From an optimization exercise on the open Yosys and OpenROAD flow, aimed at small area and a short achievable clock period; shortcuts taken in it are not production practice. Function was checked by simulation only, so behaviour that the tests miss may differ from the original. Power is estimated from default activity; no workload was simulated.

===== flow/run.sh =====
#!/bin/bash
# synth_recipe.tcl (not shown) runs the flow's synth.tcl, then flattens the netlist and writes it again
# the make line also repeats each setting of config.mk as NAME=value (left out here)
make -C /OpenROAD-flow-scripts/flow DESIGN_CONFIG=/design/flow/config.mk WORK_HOME=/design/flow/orfs CLKGATE_MAP_FILE= SYNTH_SCRIPT=/design/flow/synth_recipe.tcl finish

===== flow/config.mk =====
export PLATFORM = sky130hd
export DESIGN_NAME = sync_fifo_param
export DESIGN_NICKNAME = sync_fifo_param
export VERILOG_FILES = /design/flow/design.v
export SDC_FILE = /design/flow/constraint.sdc
export NUM_CORES = 4
export LEC_CHECK = 0
export CAP_MARGIN = 20
export CORE_MARGIN = 2
export CORE_UTILIZATION = 40
export SLEW_MARGIN = 20

===== flow/constraint.sdc =====
create_clock -name core_clock -period 5.5 [get_ports {clk}]
set_input_delay 1.1000 -clock core_clock [delete_from_list [all_inputs] [get_ports {clk}]]
set_output_delay 1.1000 -clock core_clock [all_outputs]
set_load 0.01 [all_outputs]

===== flow/design.v =====
module sync_fifo_param #(
    parameter int WIDTH     = 8,
    parameter int ADDR_BITS = 9,
    parameter int AF_LEVEL  = 480,
    parameter int AE_LEVEL  = 32
) (
    input  logic                 clk,
    input  logic                 rst,
    input  logic                 wr,
    input  logic [WIDTH-1:0]     wr_data,
    output logic                 not_full,
    input  logic                 rd,
    output logic [WIDTH-1:0]     rd_data,
    output logic                 not_empty,
    output logic [ADDR_BITS:0]   count,
    output logic                 almost_full,
    output logic                 almost_empty,
    output logic                 overflow,
    output logic                 underflow,
    input  logic                 err_clr
);
    localparam int              CW      = ADDR_BITS + 1;
    localparam int              DEPTH   = 2 ** ADDR_BITS;
    localparam logic [CW-1:0]   ONE     = CW'(1);
    localparam logic [CW-1:0]   DEPTH_C = CW'(DEPTH);
    localparam logic [CW-1:0]   AF_C    = CW'(AF_LEVEL);
    localparam logic [CW-1:0]   AE_C    = CW'(AE_LEVEL);
    logic [WIDTH-1:0] r_mem [DEPTH];
    logic [CW-1:0]    r_wr_ptr;
    logic [CW-1:0]    r_rd_ptr;
    logic [CW-1:0]    r_count;
    logic [WIDTH-1:0] r_rd_data;
    logic             r_not_full;
    logic             r_not_empty;
    logic             r_almost_full;
    logic             r_almost_empty;
    logic             r_overflow;
    logic             r_underflow;
    logic             w_wr_acc;
    logic             w_rd_acc;
    logic [CW-1:0]    w_count_next;
    assign w_wr_acc = ~rst & ~wr & r_not_full;
    assign w_rd_acc = ~rst & ~rd & r_not_empty;
    always_comb begin
        w_count_next = r_count;
        if (w_wr_acc && !w_rd_acc) begin
            w_count_next = r_count + ONE;
        end else if (!w_wr_acc && w_rd_acc) begin
            w_count_next = r_count - ONE;
        end
    end
    always_ff @(posedge clk) begin
        if (w_wr_acc) begin
            r_mem[r_wr_ptr[ADDR_BITS-1:0]] <= wr_data;
        end
    end
    always_ff @(posedge clk) begin
        if (rst) begin
            r_wr_ptr       <= '0;
            r_count        <= '0;
            r_not_full     <= 1'b1;
            r_almost_full  <= 1'b0;
            r_almost_empty <= 1'b1;
            r_overflow     <= 1'b0;
            r_underflow    <= 1'b0;
        end else begin
            if (w_wr_acc) begin
                r_wr_ptr <= r_wr_ptr + ONE;
            end
            r_count        <= w_count_next;
            r_not_full     <= (w_count_next != DEPTH_C);
            r_almost_full  <= (w_count_next >= AF_C);
            r_almost_empty <= (w_count_next <= AE_C);
            if (!wr && !r_not_full) begin
                r_overflow <= 1'b1;
            end else if (err_clr) begin
                r_overflow <= 1'b0;
            end
            if (!rd && !r_not_empty) begin
                r_underflow <= 1'b1;
            end else if (err_clr) begin
                r_underflow <= 1'b0;
            end
        end
    end
    always_ff @(posedge clk) begin
        if (rst) begin
            r_rd_ptr    <= '0;
            r_rd_data   <= '0;
            r_not_empty <= 1'b0;
        end else begin
            if (w_rd_acc) begin
                r_rd_ptr  <= r_rd_ptr + ONE;
                r_rd_data <= r_mem[r_rd_ptr[ADDR_BITS-1:0]];
            end
            r_not_empty <= (w_count_next != '0);
        end
    end
    assign count        = r_count;
    assign not_full     = r_not_full;
    assign not_empty    = r_not_empty;
    assign rd_data      = r_rd_data;
    assign almost_full  = r_almost_full;
    assign almost_empty = r_almost_empty;
    assign overflow     = r_overflow;
    assign underflow    = r_underflow;
endmodule

==> impl_results.md <==
- Status: no timing/DRC/antenna violations
- Clock slew at reported path FFs: 0.06 ns
- Top sig layer: met5
- H-tree levels: 5
- Final antenna-violating net count: 0
- Top cell type's share of synthesized area: 76.37%
- Syn Nets: 7781
- Sequential power share: 50.9%
- Unrepaired setup endpoints after global routing: false
- # clock sinks: 4138
- Die width: 638.5 µm
- Cell with the most instances after synthesis: edfxtp_1
- Cts repair resizes: 0
- Area of the die: 407700 µm²
- Setup crit start kind: flop
- Fin util: 45.73%
- Commonest cells in the netlist: edfxtp_1, mux4_2, nor2_1
- Hold WS: 0.4953 ns
- Average routed wire per standard cell: 35.22 µm
- Crit path max-delay cell type: dfxtp_4
- Vias post-DR: 84640
- First-pass GRT wire length: 673300 µm
- Final Setup Violations: 0
- Top Ports: 37
- Fmax: 203.9 MHz
- Wire length on met3: 54810 µm
- Final period util: 89.18%
- Combinational share of power: 7.5%
- Worst VDD drop: 0.2599 mV
- Synth Register Bits: 4138
- Drt via density: 6.129
- Clock power frac: 41.7%
- Number of flops mapped to enable cells by yosys: 4096
- Iteration-0 DRC Markers: 12830
- Post-Synthesis Mean Instance Area: 20.75 µm²
- Vias in the first global route: 83200
- Ys async rst share: 0%
- Final wirelength: 486400 µm
- Max-cap check violation count: 0
- Die height: 638.5 µm
- Met2 WL: 223400 µm
- Pwr dens: 372.2 nW/µm²
- Reg2reg path depth: 10
- Worst-Margin Slew: 1.234 ns
- Hold crit path type: reg -> reg
- Skew-Pair Late Insertion Delay: 1.00 ns
- Initial antenna violation count: 35
- Met1 wire length: 187500 µm
- Port Buffers: 36
- Yosys top cell by area: edfxtp_1
- Crit path from: r_rd_ptr[0]$_SDFFE_PP0P_
- Final hold violations: 0
- CP cell instances: buf_4, buf_4, mux4_2, mux2i_1, o22ai_1, a31oi_1, o21ai_0, nand3b_1, a31oi_1, nor4_1
- CP Class: reg -> reg
- Final Max Tran Viols: 0
- Post-route DRC: 0
- Grt ovf: 0
- YS warnings: 1
- Final Skew: 0.07032 ns
- Num CTS Buffers: 421
- Post-CTS Hold Fix Bufs: 0
- Placeable Area: 401700 µm²
- All-Layer GR Usage: 23.45%
- Hold Path Stages: 2
- Design Power: 68.39 mW
- Worst path max stage delay: 0.98 ns
- Final TNS setup: 0 ns
- Hpwl dp: 299600 µm
- Synthesis-to-finish area growth: 14.07%
- Worst r2r src: r_rd_ptr[0]$_SDFFE_PP0P_
- Initial core utilization: 40.09%
- Synth Flop Type: edfxtp_1
- CTS tree: built
- Routability cong.: 0.9084
- Slew headroom: 17.72%
- Pin count of the biggest net entering global routing: 122
- Min-delay src: r_overflow$_SDFFE_PP0P_
- CP max FO: 23
- Int Pwr: 53.23 mW
- Req. time, crit path: 6.34 ns
- Nets: 8174
- Post-layout min period: 4.905 ns
- Clock Path Buffers: 4
- Gate Count Post-Synth: 7761
- Pre-Repair DR Iteration Count: 8
- Sequential-to-total area share from yosys stat: 76.89%
- Root Buffer: clkbuf_16
- Postcts setup bufs: 0
- Synth cell types: 75
- Synth Cell Area: 161100 µm²
- Switching share of power: 22.17%
- Synth top area cells: edfxtp_1, mux4_2, mux2i_1
- Rows: 233
- Share of layout cells above drive strength 1: 24.49%
- Psw: 15.16 mW
- WP data arrival: 5.75 ns
- P_leak: 55.57 nW
- Crit end category: flop
==> path summary, 6_finish.rpt <==
check	endpoint	slack [ns]
max reg2reg	r_rd_data[0]$_SDFFE_PP0P_	0.59
min reg2reg	r_overflow$_SDFFE_PP0P_	0.50
max	r_rd_data[0]$_SDFFE_PP0P_	0.59
min	r_overflow$_SDFFE_PP0P_	0.50
==> layout make-up <==
| type | count | area [µm²] |
|---|---|---|
| multi-input cells | 3120 | 34830 |
| diodes | 17 | 42.54 |
| flip-flops and latches | 4138 | 123900 |
| repair buffers | 458 | 4647 |
| inverters | 15 | 72.57 |
| fillers | 32990 | 218000 |
| clock inverters | 274 | 2656 |
| well taps | 5287 | 6615 |
| clock buffers | 501 | 11000 |
==> through the flow <==
step                      instance area [µm²]  cells  worst slack [ns]
final                                  183700  13810            0.5950
after global routing                   183700  13790            0.6389
after global placement                 170000  13020            0.7239
after detailed placement               170000  13020            0.7374
after floorplan                        161100   7761             2.002
after CTS                              183700  13790            0.7689
==> worst max-delay path, delay by kind of cell (launching register included) <==
family          cells  cell delay, ns
buf+inv             2            0.81
compound gates      4            1.64
flops               1            0.98
mux                 2            0.80
simple gates        2            0.52
==> logic make-up (layout without fill, tap and decap cells) <==
family / Yosys count / in the layout / synth area share (%)
flip-flops: 4138 / 4138 / 76.89
multiplexers: 1321 / 1321 / 15.59
AND/OR/NAND/NOR: 1164 / 1164 / 3.052
AO/OA/AOI/OAI: 606 / 606 / 2.624
buffers and inverters: 503 / 1248 / 1.667
XOR/XNOR: 22 / 22 / 0.1196
adder cells (fa/ha/maj): 7 / 7 / 0.05438
other: 0 / 17 / 0
==> layout by cell type (no fill, tap or decap), drive strengths merged, types with 24 or more instances in the layout <==
cell type	n
o22ai	67
clkdlybuf4s50	27
nand3	78
a211oi	25
mux2i	349
inv	29
buf	431
a31oi	29
o221ai	42
edfxtp	4096
nor2b	29
mux2	24
a21oi	108
clkbuf	501
nand2	295
nand4	25
nor3	35
a22oi	95
bufinv	45
a221oi	42
dfxtp	42
clkinv	202
mux4	948
o21ai	75
nor2	620
==> per-layer routing <==
layer	track usage (%)	vias up
met4	8.828	24
met3	5.802	918
met2	36.01	5652
li1	-	33040
met5	0.4372	-
met1	32.42	45010
==> power by group through the flow <==
stage | clock network [mW] | registers [mW] | logic [mW]
global route | 30.0 | 34.8 | 5.34
floorplan | 0 | 35.4 | 3.23
global placement | 0 | 35.4 | 5.08
CTS | 28.8 | 34.8 | 5.12
detailed placement | 0 | 35.4 | 5.12
finish | 28.5 | 34.8 | 5.11
==> registers in the layout, summed over array words and instances, names as in the netlist <==
signal / cells
r_almost_empty: 1
r_almost_full: 1
r_count: 10
r_mem: 4096
r_not_empty: 1
r_not_full: 1
r_overflow: 1
r_rd_data: 8
r_rd_ptr: 9
r_underflow: 1
r_wr_ptr: 9

## afterwards: timing with drivers on the ports
No port has a modelled driver above. Below, the same layout with a new extraction and two added sets of constraints.
Step 1, drivers: a clkbuf_16 drives clk and a buf_2 each remaining input, both assumed.
Step 2 also shifts input and output timing later by t, the mid clock arrival at the registers, as if the neighbouring blocks saw the same clock.
Slacks: ideal ports / drivers / drivers and shift; pairs: ideal ports / drivers.
t (ns): 1.077
setup slack, ns: 0.595 / 0.595 / 0.595
worst register clock-pin slew, ns: 0.07 / 0.07
cell pins on the clock port's net: 1
After both steps setup and hold are still met in this run. For this run, drivers alone change the setup slack by 0.000 ns; drivers and shift together by 0.000 ns.
